Context: an optimization exercise on an open-source flow, tuned for a short achievable clock period and few clock cycles per item. The choices shown serve that exercise and are no tape-out recipe.
In this exercise RTL edits were held to simulation tests only and were not proved equivalent to the original.
Power figures rest on the tool's default switching activity, not on a simulated workload.

<file path="config.mk">
export PLATFORM = sky130hd
export DESIGN_NAME = rv_core
export DESIGN_NICKNAME = rv_core
export VERILOG_FILES = /design/flow/design.v
export SDC_FILE = /design/flow/constraint.sdc
export NUM_CORES = 4
export LEC_CHECK = 0
export ABC_CLOCK_PERIOD_IN_PS = 2500
export CAP_MARGIN = 20
export CORE_MARGIN = 2
export CORE_UTILIZATION = 30
export PLACE_DENSITY = 0.5
export SETUP_SLACK_MARGIN = 4.0
export SLEW_MARGIN = 20
</file>
<file path="constraint.sdc">
create_clock -name core_clock -period 6.5 [get_ports {clk}]
set_input_delay 1.3000 -clock core_clock [delete_from_list [all_inputs] [get_ports {clk}]]
set_output_delay 1.3000 -clock core_clock [all_outputs]
set_load 0.01 [all_outputs]
</file>
<file path="design.v">
`default_nettype none
package rv_core_pkg;
    typedef struct packed {
        logic [6:0] funct7;
        logic [4:0] rs2;
        logic [4:0] rs1;
        logic [2:0] funct3;
        logic [4:0] rd;
        logic [6:0] opcode;
    } r_fmt_t;
    typedef struct packed {
        logic [11:0] imm_11_0;
        logic [4:0]  rs1;
        logic [2:0]  funct3;
        logic [4:0]  rd;
        logic [6:0]  opcode;
    } i_fmt_t;
    typedef struct packed {
        logic [6:0] imm_11_5;
        logic [4:0] rs2;
        logic [4:0] rs1;
        logic [2:0] funct3;
        logic [4:0] imm_4_0;
        logic [6:0] opcode;
    } s_fmt_t;
    typedef struct packed {
        logic       imm_12;
        logic [5:0] imm_10_5;
        logic [4:0] rs2;
        logic [4:0] rs1;
        logic [2:0] funct3;
        logic [3:0] imm_4_1;
        logic       imm_11;
        logic [6:0] opcode;
    } b_fmt_t;
    typedef struct packed {
        logic [32-1:12] imm_31_12;
        logic [4:0]           rd;
        logic [6:0]           opcode;
    } u_fmt_t;
    typedef struct packed {
        logic       imm_20;
        logic [9:0] imm_10_1;
        logic       imm_11;
        logic [7:0] imm_19_12;
        logic [4:0] rd;
        logic [6:0] opcode;
    } j_fmt_t;
    typedef union packed {
        r_fmt_t r_fmt;
        i_fmt_t i_fmt;
        s_fmt_t s_fmt;
        b_fmt_t b_fmt;
        u_fmt_t u_fmt;
        j_fmt_t j_fmt;
    } instr_u;
    typedef enum logic [3:0] {
        ALU_ADD, ALU_SUB, ALU_AND, ALU_OR, ALU_XOR,
        ALU_SLL, ALU_SRL, ALU_SRA, ALU_SLT, ALU_SLTU
    } alu_op_e;
    typedef enum logic [3:0] {
        BR_NONE, BR_EQ, BR_NE, BR_LT, BR_GE,
        BR_LTU, BR_GEU, BR_JAL, BR_JALR
    } br_cond_e;
    typedef enum logic [1:0] {
        SRC_A_RS1, SRC_A_PC, SRC_A_ZERO
    } src_a_e;
    typedef enum logic {
        SRC_B_RS2, SRC_B_IMM
    } src_b_e;
endpackage
`default_nettype wire
`timescale 1ns/1ps
`default_nettype none
module rv_core (
    input  wire logic                clk,
    input  wire logic                rst_n_i,
    output logic      [32-1:0] imem_addr_o,
    input  wire logic [32-1:0] imem_data_i,
    output logic                     retire_valid_o,
    output logic      [32-1:0] retire_pc_o,
    output logic               [4:0] retire_rd_o,
    output logic      [32-1:0] retire_data_o
);
    function automatic logic [31:0] ks_add(input logic [31:0] a, input logic [31:0] b,
                                           input logic cin);
        logic [31:0] g, p, p0;
        p0 = a ^ b;
        g  = a & b;
        p  = p0;
        g[0] = g[0] | (p[0] & cin);
        for (int s = 1; s < 32; s = s * 2) begin
            for (int i = 31; i >= s; i--) begin
                g[i] = g[i] | (p[i] & g[i-s]);
                p[i] = p[i] & p[i-s];
            end
        end
        ks_add = p0 ^ {g[30:0], cin};
    endfunction
    function automatic logic lt_tree(input logic [31:0] a, input logic [31:0] b);
        logic [31:0] l, e;
        l = ~a & b;
        e = ~(a ^ b);
        for (int s = 1; s < 32; s = s * 2) begin
            for (int i = 0; i + s < 32; i += 2 * s) begin
                l[i] = l[i+s] | (e[i+s] & l[i]);
                e[i] = e[i+s] & e[i];
            end
        end
        lt_tree = l[0];
    endfunction
    logic [31:0] pc_q;
    logic        f_valid, f_kill, f_pred;
    logic [31:0] f_pc, f_ir;
    logic [31:1] f_sel1, f_sel2;     
    logic        f_fwd1, f_fwd2;     
    logic        f_byp1, f_byp2;     
    logic        e_valid, e_kill, e_is_jalr, e_br;
    logic        e_m_eq, e_m_ne, e_m_lt, e_m_ge, e_m_ltu, e_m_geu;
    logic [31:0] e_pc, e_pc4, e_tgt, e_const;
    logic [31:0] e_a, e_b, e_sha, e_ca, e_cb;
    logic  [4:0] e_shamt;
    logic        e_sel_add, e_sel_sub, e_sel_and, e_sel_or, e_sel_xor, e_sel_sll,
                 e_sel_srl, e_sra, e_sel_slt, e_sel_sltu, e_sel_const, e_is_const;
    logic  [4:0] e_rd;    
    logic        w_valid;
    logic [31:0] w_pc, w_data;
    logic  [4:0] w_rd;
    logic [31:1] w_sel;   
    logic [31:0] regs_q [1:31];
    logic [31:1] reg_ok;   
    logic [31:0] in_w;
    logic [4:0]  in_rs1, in_rs2;
    logic        in_jal, in_br, in_uses2, in_st;
    logic [31:0] in_tgt_j, in_tgt_b;
    assign imem_addr_o = pc_q;
    assign in_w     = imem_data_i;
    assign in_rs1   = in_w[19:15];
    assign in_rs2   = in_w[24:20];
    assign in_jal   = in_w[6:0] == 7'b1101111;
    assign in_br    = in_w[6:0] == 7'b1100011;
    assign in_uses2 = in_w[6:0] == 7'b0110011 || in_br;
    assign in_st    = in_jal || (in_br && in_w[31]);
    assign in_tgt_j = ks_add(pc_q, {{12{in_w[31]}}, in_w[19:12], in_w[20], in_w[30:21], 1'b0}, 1'b0);
    assign in_tgt_b = ks_add(pc_q, {{20{in_w[31]}}, in_w[7], in_w[30:25], in_w[11:8], 1'b0}, 1'b0);
    logic        d_valid;
    logic [6:0]  d_op;
    logic [2:0]  d_f3;
    logic [4:0]  d_rs1, d_rs2, d_rd, d_rd_eff;
    logic [31:0] imm_i, imm_u, imm_b;
    logic        d_is_op, d_is_opi, d_is_alu, d_is_lui, d_is_auipc, d_is_jal, d_is_jalr,
                 d_is_br, d_wen, d_redirect, d_jalr_early, d_pred;
    logic [31:0] d_tgt_b, d_tgt_r, d_pc4, d_auipc;
    logic [31:0] rd1, rd2, d_rs1v, d_rs2v, d_rs2_or_imm;
    logic [4:0]  e_rd_eff;
    assign d_valid = f_valid && !f_kill;
    assign d_op  = f_ir[6:0];
    assign d_f3  = f_ir[14:12];
    assign d_rs1 = f_ir[19:15];
    assign d_rs2 = f_ir[24:20];
    assign d_rd  = f_ir[11:7];
    assign imm_i = {{20{f_ir[31]}}, f_ir[31:20]};
    assign imm_u = {f_ir[31:12], 12'b0};
    assign imm_b = {{20{f_ir[31]}}, f_ir[7], f_ir[30:25], f_ir[11:8], 1'b0};
    assign d_is_op    = d_op == 7'b0110011;
    assign d_is_opi   = d_op == 7'b0010011;
    assign d_is_alu   = d_is_op | d_is_opi;
    assign d_is_lui   = d_op == 7'b0110111;
    assign d_is_auipc = d_op == 7'b0010111;
    assign d_is_jal   = d_op == 7'b1101111;
    assign d_is_jalr  = d_op == 7'b1100111;
    assign d_is_br    = d_op == 7'b1100011;
    assign d_wen      = (d_is_alu | d_is_lui | d_is_auipc | d_is_jal | d_is_jalr)
                        && d_rd != 5'd0;
    assign d_rd_eff   = (d_valid && d_wen) ? d_rd : 5'd0;
    assign e_rd_eff = e_kill ? 5'd0 : e_rd;
    assign d_jalr_early = d_is_jalr && e_is_const && f_fwd1;
    assign d_redirect   = d_valid && d_jalr_early;
    assign d_pred       = f_pred || d_jalr_early;
    assign d_tgt_b  = ks_add(f_pc, imm_b, 1'b0);
    assign d_tgt_r  = ks_add(e_const, imm_i, 1'b0) & 32'hffff_fffe;
    assign d_pc4    = f_pc + 32'd4;
    assign d_auipc  = f_pc + imm_u;
    always_comb begin
        rd1 = '0;
        rd2 = '0;
        for (int i = 1; i < 32; i++) begin
            rd1 = rd1 | ({32{f_sel1[i]}} & regs_q[i]);
            rd2 = rd2 | ({32{f_sel2[i]}} & regs_q[i]);
        end
    end
    assign d_rs1v = f_byp1 ? w_data : rd1;
    assign d_rs2v = f_byp2 ? w_data : rd2;
    assign d_rs2_or_imm = (d_is_op || d_is_br) ? d_rs2v : imm_i;
    logic [31:0] sum, diff, shl, shr, result;
    logic        eq, lt, ltu, ltu31, mispredict;
    logic [31:0] e_redirect_pc;
    assign sum   = ks_add(e_a, e_b, 1'b0);
    assign diff  = ks_add(e_a, ~e_b, 1'b1);
    assign eq    = e_ca == e_cb;
    assign ltu31 = lt_tree({1'b0, e_ca[30:0]}, {1'b0, e_cb[30:0]});
    assign ltu   = (e_ca[31] == e_cb[31]) ? ltu31 : e_cb[31];
    assign lt    = (e_ca[31] == e_cb[31]) ? ltu31 : e_ca[31];
    assign shl   = e_sha << e_shamt;
    assign shr   = 32'($signed({e_sra & e_sha[31], e_sha}) >>> e_shamt);
    assign result = ({32{e_sel_add}}  & sum)
                  | ({32{e_sel_sub}}  & diff)
                  | ({32{e_sel_and}}  & (e_a & e_b))
                  | ({32{e_sel_or}}   & (e_a | e_b))
                  | ({32{e_sel_xor}}  & (e_a ^ e_b))
                  | ({32{e_sel_sll}}  & shl)
                  | ({32{e_sel_srl}}  & shr)
                  | {31'd0, (e_sel_slt & lt) | (e_sel_sltu & ltu)}
                  | ({32{e_sel_const}} & e_const);
    assign mispredict = ((e_m_eq & eq) | (e_m_ne & !eq) | (e_m_lt & lt) | (e_m_ge & !lt)
                       | (e_m_ltu & ltu) | (e_m_geu & !ltu) | e_is_jalr) & !e_kill;
    assign e_redirect_pc = e_is_jalr ? {sum[31:1], 1'b0} : e_br ? e_tgt : e_pc4;
    logic br_live;
    logic [2:0] bf;
    logic d_shift, d_cmp;
    logic [31:0] d_opa_n, d_opb_n;
    assign br_live = d_valid && d_is_br && imm_b != 32'd4;
    assign bf      = d_f3;
    assign d_shift = d_is_alu && (d_f3 == 3'b001 || d_f3 == 3'b101);
    assign d_cmp   = d_is_br || (d_is_alu && (d_f3 == 3'b010 || d_f3 == 3'b011));
    assign d_opa_n = f_fwd1 ? result : d_rs1v;
    assign d_opb_n = f_fwd2 ? result : d_rs2_or_imm;
    always_ff @(posedge clk or negedge rst_n_i) begin
        if (!rst_n_i) begin
            pc_q      <= 32'h0000_0000;
            f_valid   <= 1'b0;
            f_kill    <= 1'b0;
            e_valid   <= 1'b0;
            e_kill    <= 1'b0;
            e_rd      <= 5'd0;
            e_is_jalr <= 1'b0;
            e_m_eq    <= 1'b0;
            e_m_ne    <= 1'b0;
            e_m_lt    <= 1'b0;
            e_m_ge    <= 1'b0;
            e_m_ltu   <= 1'b0;
            e_m_geu   <= 1'b0;
            w_valid   <= 1'b0;
            w_rd      <= 5'd0;
            w_sel     <= '0;
            reg_ok    <= '0;
        end else begin
            if (mispredict)      pc_q <= e_redirect_pc;
            else if (d_redirect) pc_q <= d_tgt_r;
            else if (in_st)      pc_q <= in_jal ? in_tgt_j : in_tgt_b;
            else                 pc_q <= pc_q + 32'd4;
            f_valid <= !d_redirect;
            f_kill  <= mispredict;
            e_valid   <= d_valid;
            e_kill    <= mispredict;
            e_rd      <= d_rd_eff;
            e_is_jalr <= d_valid && d_is_jalr && !d_jalr_early;
            e_m_eq    <= br_live && ((bf == 3'b000 && !d_pred) || (bf == 3'b001 && d_pred));
            e_m_ne    <= br_live && ((bf == 3'b001 && !d_pred) || (bf == 3'b000 && d_pred));
            e_m_lt    <= br_live && ((bf == 3'b100 && !d_pred) || (bf == 3'b101 && d_pred));
            e_m_ge    <= br_live && ((bf == 3'b101 && !d_pred) || (bf == 3'b100 && d_pred));
            e_m_ltu   <= br_live && ((bf == 3'b110 && !d_pred) || (bf == 3'b111 && d_pred));
            e_m_geu   <= br_live && ((bf == 3'b111 && !d_pred) || (bf == 3'b110 && d_pred)
                                     || ((bf == 3'b010 || bf == 3'b011) && d_pred));
            w_valid <= e_valid && !e_kill;
            w_rd    <= e_rd_eff;
            for (int i = 1; i < 32; i++) w_sel[i] <= e_rd_eff == 5'(i);
            reg_ok  <= reg_ok | w_sel;
        end
    end
    always_ff @(posedge clk) begin
        f_ir   <= in_w;
        f_pc   <= pc_q;
        f_pred <= in_st;
        for (int i = 1; i < 32; i++) begin
            f_sel1[i] <= in_rs1 == 5'(i) && (reg_ok[i] || w_sel[i]);
            f_sel2[i] <= in_rs2 == 5'(i) && (reg_ok[i] || w_sel[i]);
        end
        f_fwd1 <= d_rd_eff != 5'd0 && d_rd_eff == in_rs1;
        f_fwd2 <= d_rd_eff != 5'd0 && d_rd_eff == in_rs2 && in_uses2;
        f_byp1 <= e_rd_eff != 5'd0 && e_rd_eff == in_rs1;
        f_byp2 <= e_rd_eff != 5'd0 && e_rd_eff == in_rs2;
        e_pc      <= f_pc;
        e_pc4     <= d_pc4;
        e_tgt     <= d_tgt_b;
        e_br      <= !d_pred;
        e_a       <= d_opa_n;
        e_b       <= d_opb_n;
        e_sha     <= d_shift ? d_opa_n : 32'd0;
        e_shamt   <= d_shift ? d_opb_n[4:0] : 5'd0;
        e_ca      <= d_cmp ? d_opa_n : 32'd0;
        e_cb      <= d_cmp ? d_opb_n : 32'd0;
        e_const   <= d_is_lui ? imm_u : d_is_auipc ? d_auipc : d_pc4;
        e_is_const  <= d_is_lui | d_is_auipc | d_is_jal | d_is_jalr;
        e_sel_const <= d_is_lui | d_is_auipc | d_is_jal | d_is_jalr;
        e_sel_add <= d_is_alu && d_f3 == 3'b000 && !(d_is_op && f_ir[30]);
        e_sel_sub <= d_is_op && d_f3 == 3'b000 && f_ir[30];
        e_sel_sll <= d_is_alu && d_f3 == 3'b001;
        e_sel_slt <= d_is_alu && d_f3 == 3'b010;
        e_sel_sltu<= d_is_alu && d_f3 == 3'b011;
        e_sel_xor <= d_is_alu && d_f3 == 3'b100;
        e_sel_srl <= d_is_alu && d_f3 == 3'b101;
        e_sra     <= f_ir[30];
        e_sel_or  <= d_is_alu && d_f3 == 3'b110;
        e_sel_and <= d_is_alu && d_f3 == 3'b111;
        w_pc   <= e_pc;
        w_data <= (e_rd != 5'd0) ? result : 32'd0;
        for (int i = 1; i < 32; i++) if (w_sel[i]) regs_q[i] <= w_data;
    end
    assign retire_valid_o = w_valid;
    assign retire_pc_o    = w_pc;
    assign retire_rd_o    = w_rd;
    assign retire_data_o  = w_data;
endmodule
`default_nettype wire
</file>
<file path="run.sh">
#!/bin/bash
# synth_recipe.tcl (not shown) runs the flow's synth.tcl, then flattens the netlist and writes it again
# the make line also repeats each setting of config.mk as NAME=value (left out here)
make -C /OpenROAD-flow-scripts/flow DESIGN_CONFIG=/design/flow/config.mk WORK_HOME=/design/flow/orfs CLKGATE_MAP_FILE= SYNTH_SCRIPT=/design/flow/synth_recipe.tcl finish
</file>
==> run notes <==
==> path summary, 6_finish.rpt <==
kind / start / to / slack [ps] / cells past startpoint
worst max-delay path: e_sel_srl / e_sha[20] / 2830 / 10
worst min register to register: e_pc[30] / w_pc[30] / 330 / 0
max in group asynchronous: rst_n_i / w_sel[3] / 5200 / 2
worst max register to register: e_sel_srl / e_sha[20] / 2830 / 10
min in group asynchronous: rst_n_i / pc_q[0] / 400 / 2
worst min-delay path: e_pc[30] / w_pc[30] / 330 / 0
==> registers in the layout (all words and copies together), names as in the netlist, 31 cells and up <==
signal,cells
e_a,32
e_b,32
e_ca,32
e_cb,32
e_const,32
e_pc4,31
e_sha,32
e_tgt,32
f_ir,32
f_pc,32
f_sel1,31
f_sel2,31
pc_q,32
reg_ok,31
regs_q,992
w_data,32
w_pc,32
w_sel,31
==> what timing repair did <==
item / in CTS / in global routing
cloned: 37 / 2
endpoints found under the hold margin: 0 / 0
resized for setup: 1499 / 346
pin swaps: 201 / 164
setup buffers: 351 / 138
setup endpoints to repair: 383 / 363
==> area by class of cell <==
class                   instances  share of cell area (%)
diodes                         10                 0.02542
clock buffers                 241                   4.990
clock inverters                82                  0.8718
inverters                     273                   1.111
multi-input cells            4207                   35.53
flip-flops and latches       1604                   43.74
well taps                    3348                   4.255
repair buffers                894                   9.459
repair inverters                2                 0.01271
==> worst reg2reg max path, stage by stage, from the launching register on <==
cell	delay, ps
dfxtp_1	1010
inv_1	640
a21oi_2	530
a221oi_4	150
nand3_2	160
a31oi_4	40
o21ai_2	140
o31ai_4	110
buf_6	150
mux2_4	340
nor2_4	250
==> per-stage QoR <==
stage	utilization (%)	instances	area, sq um	hold WS, ps
2_1_floorplan	-	6478	76470	309.6
3_3_place_gp	32.82	9799	82290	311.5
3_5_place_dp	32.83	9799	82300	312.1
4_1_cts	38.23	10510	95850	325.7
5_1_grt	39.26	10650	98430	330.9
6_report	39.27	10660	98450	325.1
==> cells by family (layout without fill, tap and decap cells) <==
kind of cell | count (synthesis) | count (layout) | synth area share (%)
AO/OA/AOI/OAI | 2094 | 2098 | 20.30
flip-flops | 1604 | 1604 | 56.51
AND/OR/NAND/NOR | 1456 | 1457 | 9.381
buffers and inverters | 672 | 1492 | 3.436
adder cells (fa/ha/maj) | 257 | 257 | 4.334
XOR/XNOR | 215 | 215 | 2.497
multiplexers | 180 | 180 | 3.534
other | 0 | 10 | 0
==> power groups by stage <==
stage / Sequential, W / Clock [W] / Combinational (W)
floorplan: 0.0122 / 0 / 0.00381
global placement: 0.0126 / 0 / 0.00562
detailed placement: 0.0126 / 0 / 0.00564
CTS: 0.0122 / 0.0102 / 0.00717
global route: 0.0123 / 0.0106 / 0.00830
finish: 0.0122 / 0.0101 / 0.00777
==> metal layers <==
layer	GRT usage, %	routed length (um)	up-vias
met4	17.98	31260	28
met5	0	284	-
met2	44.57	169500	5884
met3	10.62	52920	1743
met1	36.35	143100	34040
li1	-	-	26740
==> placed cells by master (no fill, tap or decap), drive strengths merged, types with 30 or more instances in the layout <==
| cell type | netlist | layout |
|---|---|---|
| buf | 68 | 836 |
| dfrtp | 115 | 115 |
| nand3 | 162 | 162 |
| xnor2 | 140 | 140 |
| o21bai | 35 | 35 |
| nand4 | 161 | 161 |
| clkinv | 4 | 65 |
| nor2 | 432 | 433 |
| a221oi | 300 | 300 |
| mux4 | 66 | 66 |
| nor3 | 144 | 144 |
| a21o | 58 | 58 |
| a31oi | 32 | 32 |
| nand2 | 265 | 265 |
| a21oi | 384 | 384 |
| and3 | 37 | 37 |
| a22o | 273 | 273 |
| a211oi | 65 | 65 |
| a22oi | 448 | 448 |
| o32ai | 42 | 42 |
| nand2b | 42 | 42 |
| and2 | 61 | 61 |
| dfxtp | 497 | 497 |
| bufbuf | 0 | 30 |
| o21a | 35 | 35 |
| xor2 | 75 | 75 |
| edfxtp | 992 | 992 |
| ha | 250 | 250 |
| mux2i | 87 | 87 |
| o211ai | 48 | 48 |
| clkbuf | 331 | 245 |
| o21ai | 203 | 203 |
| nor2b | 35 | 35 |
| inv | 269 | 272 |
==> results.yml <==
clock_network:
  cts.clk_slew.worst_paths_ps: 60
  h-tree-depth: 4
  clk_latency_ps: 870
  cts_tree: "done"
  cts_buffer_depth: 3
  numCtsBuffers: 174
  clkSinkCount: 1604
  cts-root-buf: "clkbuf_16"
  postCtsHoldBufs: 0
critical_path:
  critPathSlowestCell: "dfxtp_1"
  critPathArrivalTime_ps: 4330
  crit_required_ps: 7160
  end_kind: "flop"
  worst-path-buf-inv: 2
  cp-start-kind: "flop"
  cpPeakStageDelay_ps: 1010
  worstPathMaxFanout: 14
  cp_top_family: "flip-flops"
  critical_path.cell_chain: "inv_1 > a21oi_2 > a221oi_4 > nand3_2 > a31oi_4 > o21ai_2 > o31ai_4 > buf_6 > mux2_4 > nor2_4"
  criticalPathCategory: "flop to flop"
floorplan:
  rows: 184
  ios: 136
  start_util_pct: 30.08
  die_area_sq_mm: 0.2554
  die_x_um: 505.4
  core-area_sq_mm: 0.2507
  die_h_um: 505.4
placed_design:
  dp_worst_setup_slack_ps: 1266
  portBuffers: 135
  dp.final_hpwl_mm: 231.9
  gp_congestion: 0.9502
drt:
  wl_mm: 397.1
  ant_nets: 0
  drc: 0
  vias: 68430
  vias_per_cell: 6.419
  drt-pass1-iter-count: 8
  wl_per_cell_um: 37.24
  dr.first_iter.drc_count: 11860
logic_synthesis:
  ys.flop_type: "edfxtp_1"
  synth_common_cells: "edfxtp_1 (992), dfxtp_1 (497), a22oi_1 (448)"
  synth_warnings: 2
  yosysTopAreaCellShare_pct: 39.50
  post-synth-top-count-cell: "edfxtp_1"
  synth_area_per_cell_sq_um: 11.64
  async_flop_share_pct: 7.170
  synth.net_count: 6769
  synthesis.area_sq_mm: 0.07541
  ys_ff_latch: 1604
  synth_edf_count: 992
  netlist_instances: 6478
  seq_area_frac_synth_pct: 56.51
  yosysUniqueCellTypes: 96
  synth.area.top_cells: "edfxtp_1 (40%), dfxtp_1 (13%), a22oi_1 (4.5%)"
  yosysTopAreaCell: "edfxtp_1"
power:
  powerDensity_mw_per_mm2: 306.2
  p_sw_share_pct: 31.53
  switchingPower_w: 0.009504
  pwr-share-clk_pct: 33.6
  p_leak_nw: 35.52
  p_int_w: 0.02064
  pwr-share-comb_pct: 25.8
  p_seq_share_pct: 40.6
  vdd_ir_drop_max_v: 0.0002759
  finalPower_w: 0.03014
sta:
  rsz0062_at_grt: "yes"
  setup_tns_ps: 0
  finalSetupViolations: 0
  max_slew_margin_pct: 16.28
  tightest_slew_ps: 1256
  fin_ws_ps: 2829
  fmax_mhz: 272.4
  min_period_over_period_pct: 56.47
  slew_violations: 0
  finalCriticalPeriod_ps: 3671
  finalHoldViolCount: 0
  fin_skew_ps: 110.3
grt:
  grt_pass1_vias: 64260
  grt_max_degree: 116
  gr-total-overflow: 0
  grt_pass1_wl_mm: 532.9
  grt_usage_pct: 29.68
  grt_antenna_before_repair: 25
job:
  timing.max_cap.violations: 0
worst_hold_path:
  min_path_type: "flop to flop"
layout:
  final_nets: 7447
  area_delta_synth_final_pct: 30.55
  fillCellCount: 23650
  ff_latch_area_sq_mm: 0.04307
  multi_input_area_sq_mm: 0.03498
  drive_gt1_share_pct: 29.85
status:
  status: "no timing/DRC/antenna violations"
Testbench counts, summed over its fixed seeds: cycles 37,401, items 32,339.

afterwards: timing with drivers on the ports:
In the flow no input, the clock included, has a driving cell. The finished layout below was timed again as built, in two steps. Step 1 (the two cells are an assumption about what drives the block):
set clk [get_ports {clk}]
set_driving_cell -lib_cell sky130_fd_sc_hd__clkbuf_16 $clk
set_driving_cell -lib_cell sky130_fd_sc_hd__buf_2 [delete_from_list [all_inputs] $clk]
Step 2 moves the port delays by t, midway between the first and last clock arrival at a register: inputs arrive t later, outputs are due t later. That takes back most of the time a late clock gives input paths. Slacks: ideal ports / drivers / drivers and shift; pairs: ideal ports / drivers.
t (ns): 0.903
setup WS [ns]: 2.829 / 2.829 / 2.156
worst hold slack (ns): 0.325 / 0.325 / 0.325
latest minus earliest clock arrival (ns): 0.111 / 0.110
After both steps this run still meets setup and hold. The setup slack of this run moves by 0.000 ns with the drivers and by -0.673 ns with both steps.
